Background: an optimization exercise with open tools, aiming at small area, a short achievable clock period and few clock cycles. Do not read the settings as production practice. In this exercise RTL edits were held to simulation tests only and were not proved equivalent to the original.

==> inputs of wip/xenon <==
// cpu_top
module cpu_top #(
	parameter int IMEM_DEPTH = 64
) (
	input logic clk,
	input logic reset,
	input logic psel,
	input logic penable,
	input logic pwrite,
	input logic [7:0] paddr,
	input logic [15:0] pwdata,
	output logic [15:0] prdata,
	output logic pready,
	output logic pslverr,
	input logic [15:0] in_value,
	output logic [15:0] out_value,
	output logic out_valid,
	output logic [2:0] flags  
);
==> module execute_unit, before the edit <==
module execute_unit (
	input logic clk,
	input logic reset,
	input logic xv,
	input logic [cpu_pkg::CTL_W-1:0] bnd,  
	input logic [cpu_pkg::WORD_W-1:0] bnd_imm,
	output logic x_hlt,  
	input logic [cpu_pkg::WORD_W-1:0] in_value,
	output logic [cpu_pkg::WORD_W-1:0] out_value,
	output logic out_valid,
	output logic [2:0] flags  
);
	logic [CTL_W-1:0] ctl;  
	logic [WORD_W-1:0] imm;
	logic [WORD_W-1:0] s;  
	logic [WORD_W-1:0] d;  
	logic [WORD_W-1:0] o_s;  
	logic [WORD_W-1:0] result;
	logic x_we;
	logic [WORD_W-1:0] rd_s, rd_d, rd_o;
	register_file u_regs (
		.clk(clk),
		.reset(reset),
		.wb_we(x_we),
		.wb_sel(ctl[C_RD +: NUM_REGS]),
		.wb_wdata(result),
		.rs_sel(bnd[C_RS +: NUM_REGS]),
		.rd_sel(bnd[C_RD +: NUM_REGS]),
		.os_sel(bnd[C_ORS +: NUM_REGS]),
		.rs_data(rd_s),
		.rd_data(rd_d),
		.os_data(rd_o)
	);
	logic hit_s, hit_d, hit_o;
	assign hit_s = x_we & |(bnd[C_RS +: NUM_REGS] & ctl[C_RD +: NUM_REGS]);
	assign hit_d = x_we & |(bnd[C_RD +: NUM_REGS] & ctl[C_RD +: NUM_REGS]);
	assign hit_o = x_we & |(bnd[C_ORS +: NUM_REGS] & ctl[C_RD +: NUM_REGS]);
	always_ff @(posedge clk) begin
		ctl <= bnd;
		imm <= bnd_imm;
		s <= hit_s ? result : rd_s;
		d <= hit_d ? result : rd_d;
		o_s <= hit_o ? result : rd_o;
	end
	logic [SHAMT_W-1:0] sh;
	logic is_mov, is_sub, is_and, is_or, is_inc, is_shl, is_shr;
	logic is_ldm, is_in, is_out;
	logic is_arith, is_logic, we, alu_op;
	assign sh = ctl[C_SH +: SHAMT_W];
	assign is_mov = ctl[C_MOV];
	assign is_sub = ctl[C_SUB];
	assign is_inc = ctl[C_INC];
	assign is_and = ctl[C_AND];
	assign is_or = ctl[C_OR];
	assign is_shl = ctl[C_SHL];
	assign is_shr = ctl[C_SHR];
	assign is_ldm = ctl[C_LDM];
	assign is_in = ctl[C_IN];
	assign is_out = ctl[C_OUT];
	assign is_arith = ctl[C_ARITH];
	assign is_logic = ctl[C_LOGIC];
	assign alu_op = ctl[C_ALU];
	assign we = ctl[C_WE];
	assign x_we = xv & we;
	assign x_hlt = ctl[C_HLT];
	logic [WORD_W-1:0] a_in;
	logic [WORD_W-1:0] b_in;
	logic cin;
	logic [WORD_W:0] sum;
	logic [WORD_W-1:0] kill;
	logic z_arith;
	logic c_arith;
	assign a_in = is_inc ? '0 : d;
	assign b_in = is_sub ? ~s : s;
	assign cin = is_sub | is_inc;
	logic [WORD_W:0] gk [6];
	logic [WORD_W:0] pk [6];
	always_comb begin
		gk[0] = {a_in & b_in, cin};
		pk[0] = {a_in ^ b_in, 1'b0};
		for (int l = 0; l < 5; l++) begin
			for (int i = 0; i <= WORD_W; i++) begin
				if (i >= (1 << l)) begin
					gk[l+1][i] = gk[l][i] | (pk[l][i] & gk[l][i-(1<<l)]);
					pk[l+1][i] = pk[l][i] & pk[l][i-(1<<l)];
				end else begin
					gk[l+1][i] = gk[l][i];
					pk[l+1][i] = pk[l][i];
				end
			end
		end
	end
	assign sum = {gk[5][WORD_W], (a_in ^ b_in) ^ gk[5][WORD_W-1:0]};
	assign c_arith = sum[WORD_W] ^ is_sub;
	assign kill = {a_in[WORD_W-2:0] | b_in[WORD_W-2:0], cin};
	assign z_arith = ((a_in ^ b_in) == kill);
	logic [WORD_W-1:0] lg;
	assign lg = is_and ? (d & s) : is_or ? (d | s) : ~s;
	logic [WORD_W-1:0] sx;  
	logic [WORD_W:0] shw;  
	logic [WORD_W-1:0] sh_res;
	logic [WORD_W-1:0] lo_or;  
	logic z_sh;
	always_comb begin
		for (int k = 0; k < WORD_W; k++) begin
			sx[k] = is_shr ? s[WORD_W-1-k] : s[k];
		end
	end
	assign shw = {1'b0, sx} << sh;
	always_comb begin
		for (int k = 0; k < WORD_W; k++) begin
			sh_res[k] = is_shr ? shw[WORD_W-1-k] : shw[k];
		end
		lo_or[0] = sx[0];
		for (int k = 1; k < WORD_W; k++) begin
			lo_or[k] = lo_or[k-1] | sx[k];
		end
	end
	assign z_sh = ~lo_or[4'(WORD_W - 1) - sh];
	logic [WORD_W-1:0] other;
	always_comb begin
		other = ({WORD_W{is_logic}} & lg)
			| ({WORD_W{is_shl | is_shr}} & sh_res)
			| ({WORD_W{is_mov}} & s)
			| ({WORD_W{is_ldm}} & imm)
			| ({WORD_W{is_in}} & in_value);
	end
	assign result = is_arith ? sum[WORD_W-1:0] : other;
	logic z_new;
	logic c_new;
	always_comb begin
		if (is_arith) begin
			z_new = z_arith;
			c_new = c_arith;
		end else if (is_shl | is_shr) begin
			z_new = z_sh;
			c_new = shw[WORD_W];
		end else begin
			z_new = ~|lg;
			c_new = flags[0];
		end
	end
	always_ff @(posedge clk) begin
		if (reset) begin
			flags <= '0;
		end else if (xv && alu_op) begin
			flags <= {z_new, result[WORD_W-1], c_new};
		end
	end
	always_ff @(posedge clk) begin
		if (reset) begin
			out_valid <= 1'b0;
		end else begin
			out_valid <= xv & is_out;
		end
		out_value <= ctl[C_OFWD] ? result : o_s;
	end
endmodule
make LEC_CHECK=0 CAP_MARGIN=20 CORE_MARGIN=2 CORE_UTILIZATION=62 CTS_CLUSTER_DIAMETER=80 CTS_CLUSTER_SIZE=20 SETUP_SLACK_MARGIN=4.7 SLEW_MARGIN=20 finish   # period 8.0 ns
run.sh (not shown) runs the stock make flow with config.mk's settings and CLKGATE_MAP_FILE= SYNTH_SCRIPT=/design/flow/synth_recipe.tcl, a recipe that flattens the netlist after the stock synthesis.
==> wip/sierra (differences from wip/xenon) <==
--- a/flow/design.v
+++ b/flow/design.v
@@ -420,35 +420,35 @@
 	assign c_arith = sum[WORD_W] ^ is_sub;
 	assign kill = {a_in[WORD_W-2:0] | b_in[WORD_W-2:0], cin};
 	assign z_arith = ((a_in ^ b_in) == kill);
 	logic [WORD_W-1:0] lg;
 	assign lg = is_and ? (d & s) : is_or ? (d | s) : ~s;
-	logic [WORD_W-1:0] sx;  
-	logic [WORD_W:0] shw;  
-	logic [WORD_W-1:0] sh_res;
+	logic [WORD_W:0] shl_w;
+	logic [WORD_W:0] shr_w;
 	logic [WORD_W-1:0] lo_or;  
-	logic z_sh;
+	logic [WORD_W-1:0] hi_or;  
+	logic z_shl;
+	logic z_shr;
+	assign shl_w = {1'b0, s} << sh;
+	assign shr_w = {s, 1'b0} >> sh;
 	always_comb begin
-		for (int k = 0; k < WORD_W; k++) begin
-			sx[k] = is_shr ? s[WORD_W-1-k] : s[k];
-		end
-	end
-	assign shw = {1'b0, sx} << sh;
-	always_comb begin
-		for (int k = 0; k < WORD_W; k++) begin
-			sh_res[k] = is_shr ? shw[WORD_W-1-k] : shw[k];
-		end
-		lo_or[0] = sx[0];
+		lo_or[0] = s[0];
 		for (int k = 1; k < WORD_W; k++) begin
-			lo_or[k] = lo_or[k-1] | sx[k];
+			lo_or[k] = lo_or[k-1] | s[k];
+		end
+		hi_or[WORD_W-1] = s[WORD_W-1];
+		for (int k = WORD_W - 2; k >= 0; k--) begin
+			hi_or[k] = hi_or[k+1] | s[k];
 		end
 	end
-	assign z_sh = ~lo_or[4'(WORD_W - 1) - sh];
+	assign z_shl = ~lo_or[4'(WORD_W - 1) - sh];
+	assign z_shr = ~hi_or[sh];
 	logic [WORD_W-1:0] other;
 	always_comb begin
 		other = ({WORD_W{is_logic}} & lg)
-			| ({WORD_W{is_shl | is_shr}} & sh_res)
+			| ({WORD_W{is_shl}} & shl_w[WORD_W-1:0])
+			| ({WORD_W{is_shr}} & shr_w[WORD_W:1])
 			| ({WORD_W{is_mov}} & s)
 			| ({WORD_W{is_ldm}} & imm)
 			| ({WORD_W{is_in}} & in_value);
 	end
 	assign result = is_arith ? sum[WORD_W-1:0] : other;
@@ -456,13 +456,16 @@
 	logic c_new;
 	always_comb begin
 		if (is_arith) begin
 			z_new = z_arith;
 			c_new = c_arith;
-		end else if (is_shl | is_shr) begin
-			z_new = z_sh;
-			c_new = shw[WORD_W];
+		end else if (is_shl) begin
+			z_new = z_shl;
+			c_new = shl_w[WORD_W];
+		end else if (is_shr) begin
+			z_new = z_shr;
+			c_new = shr_w[0];
 		end else begin
 			z_new = ~|lg;
 			c_new = flags[0];
 		end
 	end
Settings changed: CTS_CLUSTER_DIAMETER 80 to not set, CTS_CLUSTER_SIZE 20 to not set.
==> wip/zinc (differences from wip/xenon) <==
--- a/flow/design.v
+++ b/flow/design.v
@@ -98,15 +98,18 @@
 endmodule
 `timescale 1ns/1ps
 import cpu_pkg::*;
 module fetch_decode (
 	input logic clk,
-	input logic go,  
-	input logic xv,  
+	input logic rst,
+	input logic start_now,  
+	input logic late,  
+	input logic run_go,  
 	input logic [cpu_pkg::WORD_W-1:0] pwdata,
 	input logic [5:0] apb_word,
 	input logic apb_write,  
+	input logic refill,  
 	output logic apb_at_tap,  
 	output logic [cpu_pkg::WORD_W-1:0] tap_word,
 	output logic [cpu_pkg::CTL_W-1:0] bnd,
 	output logic [cpu_pkg::WORD_W-1:0] bnd_imm,
 	output logic d_hlt
@@ -115,29 +118,31 @@
 	logic [NPOS*WORD_W-1:0] ring_e;
 	logic [NPOS*WORD_W-1:0] ring_o;
 	logic [4:0] u;
 	logic [4:0] u_dec;
 	logic [4:0] apb_pos;
+	logic apb_bank;  
 	logic [1:0] tap;
 	logic [3:0] wr_e;
 	logic [3:0] wr_o;
 	always_ff @(posedge clk) begin
 		apb_pos <= apb_word[5:1] + u_dec;
+		apb_bank <= apb_word[0];
 	end
 	assign apb_at_tap = (apb_pos[2:0] == 3'd1);
 	assign tap = apb_pos[4:3];
 	always_comb begin
 		case (tap)
-			2'd0: tap_word = apb_word[0] ? ring_o[1*WORD_W +: WORD_W] : ring_e[1*WORD_W +: WORD_W];
-			2'd1: tap_word = apb_word[0] ? ring_o[9*WORD_W +: WORD_W] : ring_e[9*WORD_W +: WORD_W];
-			2'd2: tap_word = apb_word[0] ? ring_o[17*WORD_W +: WORD_W] : ring_e[17*WORD_W +: WORD_W];
-			default: tap_word = apb_word[0] ? ring_o[25*WORD_W +: WORD_W] : ring_e[25*WORD_W +: WORD_W];
+			2'd0: tap_word = apb_bank ? ring_o[1*WORD_W +: WORD_W] : ring_e[1*WORD_W +: WORD_W];
+			2'd1: tap_word = apb_bank ? ring_o[9*WORD_W +: WORD_W] : ring_e[9*WORD_W +: WORD_W];
+			2'd2: tap_word = apb_bank ? ring_o[17*WORD_W +: WORD_W] : ring_e[17*WORD_W +: WORD_W];
+			default: tap_word = apb_bank ? ring_o[25*WORD_W +: WORD_W] : ring_e[25*WORD_W +: WORD_W];
 		endcase
 	end
 	for (genvar j = 0; j < 4; j++) begin : g_wr
-		assign wr_e[j] = apb_write & (tap == j) & ~apb_word[0];
-		assign wr_o[j] = apb_write & (tap == j) & apb_word[0];
+		assign wr_e[j] = apb_write & (tap == j) & ~apb_bank;
+		assign wr_o[j] = apb_write & (tap == j) & apb_bank;
 	end
 	always_ff @(posedge clk) begin
 		u <= u_dec;
 	end
 	assign u_dec = u - 1'b1;
@@ -156,14 +161,21 @@
 	end
 	logic [6:0] fk;
 	logic [4:0] pos;
 	logic [WORD_W-1:0] f_e;
 	logic [WORD_W-1:0] f_o;
+	logic [6:0] fk_n;
+	logic [4:0] pos_n;
 	logic [NPOS-1:0] pos_oh;
 	logic [WORD_W-1:0] r_e;
 	logic [WORD_W-1:0] r_o;
-	assign pos_oh = (fk[6:5] != 2'b00) ? '0 : (NPOS'(1) << pos);
+	always_ff @(posedge clk) begin
+		fk <= fk_n;
+		pos <= pos_n;
+		pos_oh <= rst ? (NPOS'(1) << u_dec) : start_now ? (NPOS'(1) << (u + 1'b1))
+			: (fk_a[6:5] != 2'b00) ? '0 : (NPOS'(1) << pos_a);
+	end
 	always_comb begin
 		r_e = '0;
 		r_o = '0;
 		for (int i = 0; i < NPOS; i++) begin
 			r_e = r_e | ({WORD_W{pos_oh[i]}} & ring_e[i*WORD_W +: WORD_W]);
@@ -228,47 +240,78 @@
 	assign n1[3] = f_o;
 	assign n2[0] = c3 ? q2s : f_e;
 	assign n2[1] = c4 ? q3s : (c3 ? f_e : f_o);
 	assign n2[2] = c4 ? f_e : f_o;
 	assign n2[3] = f_o;
-	always_ff @(posedge clk) begin
-		if (!go) begin
-			cnt <= 3'd4;
-			if (!tog) begin
-				q[0] <= f_e;
-				q[1] <= f_o;
-			end else begin
-				q[2] <= f_e;
-				q[3] <= f_o;
-			end
-			if (tog || apb_write) begin
-				tog <= 1'b0;
-				fk <= 7'd0;
-				pos <= u_dec;  
+	logic [6:0] fk_a;  
+	logic [4:0] pos_a;
+	always_comb begin
+		if (run_go) begin
+			if (two || !c4) begin
+				fk_a = fk + 1'b1;  
+				pos_a = pos;
 			end else begin
-				tog <= 1'b1;
-				fk <= 7'd1;
-				pos <= u;  
+				fk_a = fk;
+				pos_a = pos - 1'b1;
 			end
+		end else if (late) begin
+			fk_a = 7'd2;  
+			pos_a = u + 1'b1;
+		end else if (tog || refill) begin
+			fk_a = 7'd0;  
+			pos_a = u_dec;
 		end else begin
-			for (int j = 0; j < 4; j++) begin
-				q[j] <= two ? n2[j] : n1[j];
-			end
-			tog <= 1'b0;
-			if (!xv) begin
-				cnt <= two ? 3'd2 : 3'd3;
-				fk <= 7'd2;
-				pos <= u + 1'b1;
-			end else if (two || !c4) begin
-				cnt <= two ? cnt : cnt + 1'b1;
-				fk <= fk + 1'b1;
+			fk_a = 7'd1;  
+			pos_a = u;
+		end
+	end
+	always_comb begin
+		if (rst) begin
+			fk_n = 7'd0;
+			pos_n = u_dec;
+		end else if (start_now) begin
+			fk_n = 7'd2;
+			pos_n = u + 1'b1;
+		end else begin
+			fk_n = fk_a;
+			pos_n = pos_a;
+		end
+	end
+	logic [WORD_W-1:0] qs [4];
+	logic [WORD_W-1:0] qi [4];
+	logic [2:0] cnt_a;
+	always_comb begin
+		for (int j = 0; j < 4; j++) begin
+			qs[j] = two ? n2[j] : n1[j];
+			qi[j] = q[j];
+		end
+		if (!tog) begin
+			qi[0] = f_e;
+			qi[1] = f_o;
+		end else begin
+			qi[2] = f_e;
+			qi[3] = f_o;
+		end
+		if (run_go) begin
+			if (two || !c4) begin
+				cnt_a = two ? cnt : cnt + 1'b1;
 			end else begin
-				cnt <= 3'd3;
-				pos <= pos - 1'b1;
+				cnt_a = 3'd3;
 			end
+		end else if (late) begin
+			cnt_a = two ? 3'd2 : 3'd3;
+		end else begin
+			cnt_a = 3'd4;
 		end
 	end
+	always_ff @(posedge clk) begin
+		for (int j = 0; j < 4; j++) begin
+			q[j] <= rst ? qi[j] : (start_now | late | run_go) ? qs[j] : qi[j];
+		end
+		cnt <= rst ? 3'd4 : start_now ? (two ? 3'd2 : 3'd3) : cnt_a;
+		tog <= ~rst & ~start_now & ~late & ~run_go & ~tog & ~refill;
+	end
 endmodule
 module word_decode (
 	input logic [cpu_pkg::WORD_W-1:0] w,
 	output logic [5+cpu_pkg::NCTL+cpu_pkg::SHAMT_W+2*cpu_pkg::NUM_REGS+2*cpu_pkg::REG_ADDR_W-1:0] dv
 );
@@ -505,11 +548,10 @@
 	logic running;
 	logic halted;
 	logic start_q;  
 	logic xv;  
 	logic halt_now;
-	logic go;  
 	logic [CTL_W-1:0] bnd;  
 	logic [WORD_W-1:0] bnd_imm;
 	logic d_hlt;  
 	logic [WORD_W-1:0] tap_word;
 	logic apb_at_tap;
@@ -525,56 +567,79 @@
 	logic running_d;
 	logic halted_d;
 	assign ctrl_sel = (paddr == CTRL_ADDR);
 	assign imem_sel = (paddr[7:6] == 2'b00);
 	assign cap_err = ~ctrl_sel & (~imem_sel | (pwrite & running));
-	assign capture = psel & ~rdy & (ctrl_sel | cap_err | (penable & apb_at_tap));
-	assign mem_wr = capture & imem_sel & pwrite & ~cap_err;
+	logic acc_q;  
+	logic memw_q;  
+	logic memr_q;  
+	logic cap_mem;
+	assign cap_mem = acc_q & ~rdy & apb_at_tap & ((memw_q & ~running) | memr_q);
+	assign capture = (psel & ~rdy & (ctrl_sel | cap_err)) | cap_mem;
+	assign mem_wr = cap_mem & memw_q;
 	assign start_d = capture & ctrl_sel & pwrite & pwdata[0] & ~running & ~reset;
+	logic stale;  
+	logic late_q;  
+	logic start_now;
+	assign start_now = start_d & ~stale;
 	always_ff @(posedge clk) begin
 		if (reset) begin
 			rdy <= 1'b0;
 			err_q <= 1'b0;
 			start_q <= 1'b0;
+			late_q <= 1'b0;
+			acc_q <= 1'b0;
 		end else begin
+			acc_q <= psel & ~(penable & rdy);
 			rdy <= capture;
 			err_q <= cap_err;
-			start_q <= start_d;
+			start_q <= start_now;
+			late_q <= start_d & stale;
 		end
 	end
 	always_ff @(posedge clk) begin
+		memw_q <= pwrite & imem_sel;
+		memr_q <= ~pwrite & imem_sel;
+	end
+	always_ff @(posedge clk) begin
 		rdata_q <= ctrl_sel ? {{(WORD_W-2){1'b0}}, halted_d, running_d} : tap_word;
 	end
 	assign pready = rdy;
 	assign pslverr = err_q;
 	assign prdata = rdata_q;
 	logic x_hlt;
 	assign xv = start_q | running;
 	assign halt_now = xv & (d_hlt | x_hlt);
-	assign go = ~reset & (start_d | (xv & ~halt_now));
 	always_comb begin
 		running_d = running;
 		halted_d = halted;
 		if (reset) begin
 			running_d = 1'b0;
 			halted_d = 1'b0;
 		end else if (xv) begin
 			running_d = ~halt_now;
 			halted_d = halt_now;
+		end else if (late_q) begin
+			running_d = 1'b1;
+			halted_d = 1'b0;
 		end
 	end
 	always_ff @(posedge clk) begin
+		stale <= reset;
 		running <= running_d;
 		halted <= halted_d;
 	end
 	fetch_decode u_fetch (
 		.clk(clk),
-		.go(go),
-		.xv(xv),
+		.rst(reset),
+		.start_now(start_now),
+		.late(late_q),
+		.run_go(xv & ~halt_now),
 		.pwdata(pwdata),
 		.apb_word(paddr[5:0]),
 		.apb_write(mem_wr),
+		.refill(mem_wr | halt_now),
 		.apb_at_tap(apb_at_tap),
 		.tap_word(tap_word),
 		.bnd(bnd),
 		.bnd_imm(bnd_imm),
 		.d_hlt(d_hlt)
Settings changed: CORE_UTILIZATION 62 to 67, SETUP_SLACK_MARGIN 4.7 to 4.9.
==> wip/umber (differences from wip/xenon) <==
--- a/flow/design.v
+++ b/flow/design.v
@@ -103,10 +103,11 @@
 	input logic go,  
 	input logic xv,  
 	input logic [cpu_pkg::WORD_W-1:0] pwdata,
 	input logic [5:0] apb_word,
 	input logic apb_write,  
+	input logic refill,  
 	output logic apb_at_tap,  
 	output logic [cpu_pkg::WORD_W-1:0] tap_word,
 	output logic [cpu_pkg::CTL_W-1:0] bnd,
 	output logic [cpu_pkg::WORD_W-1:0] bnd_imm,
 	output logic d_hlt
@@ -115,29 +116,31 @@
 	logic [NPOS*WORD_W-1:0] ring_e;
 	logic [NPOS*WORD_W-1:0] ring_o;
 	logic [4:0] u;
 	logic [4:0] u_dec;
 	logic [4:0] apb_pos;
+	logic apb_bank;  
 	logic [1:0] tap;
 	logic [3:0] wr_e;
 	logic [3:0] wr_o;
 	always_ff @(posedge clk) begin
 		apb_pos <= apb_word[5:1] + u_dec;
+		apb_bank <= apb_word[0];
 	end
 	assign apb_at_tap = (apb_pos[2:0] == 3'd1);
 	assign tap = apb_pos[4:3];
 	always_comb begin
 		case (tap)
-			2'd0: tap_word = apb_word[0] ? ring_o[1*WORD_W +: WORD_W] : ring_e[1*WORD_W +: WORD_W];
-			2'd1: tap_word = apb_word[0] ? ring_o[9*WORD_W +: WORD_W] : ring_e[9*WORD_W +: WORD_W];
-			2'd2: tap_word = apb_word[0] ? ring_o[17*WORD_W +: WORD_W] : ring_e[17*WORD_W +: WORD_W];
-			default: tap_word = apb_word[0] ? ring_o[25*WORD_W +: WORD_W] : ring_e[25*WORD_W +: WORD_W];
+			2'd0: tap_word = apb_bank ? ring_o[1*WORD_W +: WORD_W] : ring_e[1*WORD_W +: WORD_W];
+			2'd1: tap_word = apb_bank ? ring_o[9*WORD_W +: WORD_W] : ring_e[9*WORD_W +: WORD_W];
+			2'd2: tap_word = apb_bank ? ring_o[17*WORD_W +: WORD_W] : ring_e[17*WORD_W +: WORD_W];
+			default: tap_word = apb_bank ? ring_o[25*WORD_W +: WORD_W] : ring_e[25*WORD_W +: WORD_W];
 		endcase
 	end
 	for (genvar j = 0; j < 4; j++) begin : g_wr
-		assign wr_e[j] = apb_write & (tap == j) & ~apb_word[0];
-		assign wr_o[j] = apb_write & (tap == j) & apb_word[0];
+		assign wr_e[j] = apb_write & (tap == j) & ~apb_bank;
+		assign wr_o[j] = apb_write & (tap == j) & apb_bank;
 	end
 	always_ff @(posedge clk) begin
 		u <= u_dec;
 	end
 	assign u_dec = u - 1'b1;
@@ -156,14 +159,20 @@
 	end
 	logic [6:0] fk;
 	logic [4:0] pos;
 	logic [WORD_W-1:0] f_e;
 	logic [WORD_W-1:0] f_o;
+	logic [6:0] fk_n;
+	logic [4:0] pos_n;
 	logic [NPOS-1:0] pos_oh;
 	logic [WORD_W-1:0] r_e;
 	logic [WORD_W-1:0] r_o;
-	assign pos_oh = (fk[6:5] != 2'b00) ? '0 : (NPOS'(1) << pos);
+	always_ff @(posedge clk) begin
+		fk <= fk_n;
+		pos <= pos_n;
+		pos_oh <= (fk_n[6:5] != 2'b00) ? '0 : (NPOS'(1) << pos_n);
+	end
 	always_comb begin
 		r_e = '0;
 		r_o = '0;
 		for (int i = 0; i < NPOS; i++) begin
 			r_e = r_e | ({WORD_W{pos_oh[i]}} & ring_e[i*WORD_W +: WORD_W]);
@@ -228,44 +237,52 @@
 	assign n1[3] = f_o;
 	assign n2[0] = c3 ? q2s : f_e;
 	assign n2[1] = c4 ? q3s : (c3 ? f_e : f_o);
 	assign n2[2] = c4 ? f_e : f_o;
 	assign n2[3] = f_o;
+	always_comb begin
+		if (!go) begin
+			if (tog || refill) begin
+				fk_n = 7'd0;
+				pos_n = u_dec;  
+			end else begin
+				fk_n = 7'd1;
+				pos_n = u;  
+			end
+		end else if (!xv) begin
+			fk_n = 7'd2;  
+			pos_n = u + 1'b1;
+		end else if (two || !c4) begin
+			fk_n = fk + 1'b1;
+			pos_n = pos;
+		end else begin
+			fk_n = fk;
+			pos_n = pos - 1'b1;
+		end
+	end
 	always_ff @(posedge clk) begin
 		if (!go) begin
 			cnt <= 3'd4;
 			if (!tog) begin
 				q[0] <= f_e;
 				q[1] <= f_o;
 			end else begin
 				q[2] <= f_e;
 				q[3] <= f_o;
 			end
-			if (tog || apb_write) begin
-				tog <= 1'b0;
-				fk <= 7'd0;
-				pos <= u_dec;  
-			end else begin
-				tog <= 1'b1;
-				fk <= 7'd1;
-				pos <= u;  
-			end
+			tog <= ~tog & ~refill;
 		end else begin
 			for (int j = 0; j < 4; j++) begin
 				q[j] <= two ? n2[j] : n1[j];
 			end
 			tog <= 1'b0;
 			if (!xv) begin
 				cnt <= two ? 3'd2 : 3'd3;
-				fk <= 7'd2;
-				pos <= u + 1'b1;
 			end else if (two || !c4) begin
 				cnt <= two ? cnt : cnt + 1'b1;
-				fk <= fk + 1'b1;
 			end else begin
 				cnt <= 3'd3;
-				pos <= pos - 1'b1;
 			end
 		end
 	end
 endmodule
 module word_decode (
@@ -525,56 +542,78 @@
 	logic running_d;
 	logic halted_d;
 	assign ctrl_sel = (paddr == CTRL_ADDR);
 	assign imem_sel = (paddr[7:6] == 2'b00);
 	assign cap_err = ~ctrl_sel & (~imem_sel | (pwrite & running));
-	assign capture = psel & ~rdy & (ctrl_sel | cap_err | (penable & apb_at_tap));
-	assign mem_wr = capture & imem_sel & pwrite & ~cap_err;
+	logic acc_q;  
+	logic memw_q;  
+	logic memr_q;  
+	logic cap_mem;
+	assign cap_mem = acc_q & ~rdy & apb_at_tap & ((memw_q & ~running) | memr_q);
+	assign capture = (psel & ~rdy & (ctrl_sel | cap_err)) | cap_mem;
+	assign mem_wr = cap_mem & memw_q;
 	assign start_d = capture & ctrl_sel & pwrite & pwdata[0] & ~running & ~reset;
+	logic stale;  
+	logic late_q;  
+	logic start_now;
+	assign start_now = start_d & ~stale;
 	always_ff @(posedge clk) begin
 		if (reset) begin
 			rdy <= 1'b0;
 			err_q <= 1'b0;
 			start_q <= 1'b0;
+			late_q <= 1'b0;
+			acc_q <= 1'b0;
 		end else begin
+			acc_q <= psel & ~(penable & rdy);
 			rdy <= capture;
 			err_q <= cap_err;
-			start_q <= start_d;
+			start_q <= start_now;
+			late_q <= start_d & stale;
 		end
 	end
 	always_ff @(posedge clk) begin
+		memw_q <= pwrite & imem_sel;
+		memr_q <= ~pwrite & imem_sel;
+	end
+	always_ff @(posedge clk) begin
 		rdata_q <= ctrl_sel ? {{(WORD_W-2){1'b0}}, halted_d, running_d} : tap_word;
 	end
 	assign pready = rdy;
 	assign pslverr = err_q;
 	assign prdata = rdata_q;
 	logic x_hlt;
 	assign xv = start_q | running;
 	assign halt_now = xv & (d_hlt | x_hlt);
-	assign go = ~reset & (start_d | (xv & ~halt_now));
+	assign go = ~reset & (start_now | late_q | (xv & ~halt_now));
 	always_comb begin
 		running_d = running;
 		halted_d = halted;
 		if (reset) begin
 			running_d = 1'b0;
 			halted_d = 1'b0;
 		end else if (xv) begin
 			running_d = ~halt_now;
 			halted_d = halt_now;
+		end else if (late_q) begin
+			running_d = 1'b1;
+			halted_d = 1'b0;
 		end
 	end
 	always_ff @(posedge clk) begin
+		stale <= reset;
 		running <= running_d;
 		halted <= halted_d;
 	end
 	fetch_decode u_fetch (
 		.clk(clk),
 		.go(go),
 		.xv(xv),
 		.pwdata(pwdata),
 		.apb_word(paddr[5:0]),
 		.apb_write(mem_wr),
+		.refill(mem_wr | reset | halt_now),
 		.apb_at_tap(apb_at_tap),
 		.tap_word(tap_word),
 		.bnd(bnd),
 		.bnd_imm(bnd_imm),
 		.d_hlt(d_hlt)
Settings changed: SETUP_SLACK_MARGIN 4.7 to 4.9.
==> comparison table <==
Run status: wip/umber complete, no violations; wip/sierra complete, no violations; wip/zinc complete, no violations; wip/xenon complete, no violations
Setup Skew: wip/umber 54.4 ps; wip/sierra 44.4 ps; wip/zinc 30.7 ps; wip/xenon 54.0 ps
Overall routed net length: wip/umber 168,000 um; wip/sierra 189,000 um; wip/zinc 169,000 um; wip/xenon 189,000 um
Number of clock-tree buffers in the layout: wip/umber 102; wip/sierra 190; wip/zinc 96; wip/xenon 94
Number of rows created at floorplan: wip/umber 103; wip/sierra 105; wip/zinc 100; wip/xenon 103
Worst VDD drop: wip/umber 279 uV; wip/sierra 240 uV; wip/zinc 215 uV; wip/xenon 196 uV
Wire per inst: wip/umber 31.7 um; wip/sierra 31.6 um; wip/zinc 30.8 um; wip/xenon 35.3 um
Maximum level of the CTS H-tree: wip/umber 3; wip/sierra 4; wip/zinc 3; wip/xenon 3
Number of cells on the worst reg-to-reg path: wip/umber 13; wip/sierra 11; wip/zinc 11; wip/xenon 11
Area share of and/or/nand/nor cells after synthesis: wip/umber 7.29%; wip/sierra 15.3%; wip/zinc 9.56%; wip/xenon 9.38%
FMAX: wip/umber 0.285 GHz; wip/sierra 0.275 GHz; wip/zinc 0.316 GHz; wip/xenon 0.288 GHz
Area share of buffers outside the clock network: wip/umber 5.69%; wip/sierra 6.49%; wip/zinc 4.78%; wip/xenon 7.86%
R2r startpoint: wip/umber u_fetch.q[0][14]; wip/sierra u_fetch.fk[6]; wip/zinc u_fetch.q[0][11]; wip/xenon u_fetch.pos[0]
Area of all placed cells without fillers: wip/umber 57,000 um2; wip/sierra 60,600 um2; wip/zinc 56,300 um2; wip/xenon 58,600 um2
Testbench counts of wip/xenon, summed over its fixed seeds: cycles 7,164.
Testbench counts of wip/sierra, summed over its fixed seeds: cycles 7,164.
Testbench counts of wip/zinc, summed over its fixed seeds: cycles 7,164.
Testbench counts of wip/umber, summed over its fixed seeds: cycles 7,164.

[port drivers added, routing unchanged]
How much do the figures lean on ideal ports? The routed layouts below were timed once more, with nothing changed but the port constraints.
Step 1 assumes that a clkbuf_16 drives the clock port and a buf_2 every other input.
Step 2 also shifts input and output timing later by t, the mid clock arrival at the registers, as if the neighbouring blocks saw the same clock.
a / b / c = ideal / step 1 / step 2; a / b = the first two.
| run | t, ns | setup WS [ns] | worst setup path after step 2 | worst register clock-pin slew, ns |
|---|---|---|---|---|
| wip/xenon | 0.730 | 4.523 / 4.523 / 4.039 | input to register | 0.09 / 0.09 |
| wip/sierra | 0.808 | 4.369 / 4.369 / 3.891 | input to register | 0.07 / 0.07 |
| wip/zinc | 0.737 | 4.838 / 4.838 / 4.278 | input to register | 0.09 / 0.09 |
| wip/umber | 0.726 | 4.494 / 4.508 / 3.783 | input to register | 0.09 / 0.09 |
After both steps every run listed still meets setup and hold. The setup slack of wip/umber, which loses most, moves by +0.014 ns with the drivers and by -0.711 ns with both steps.
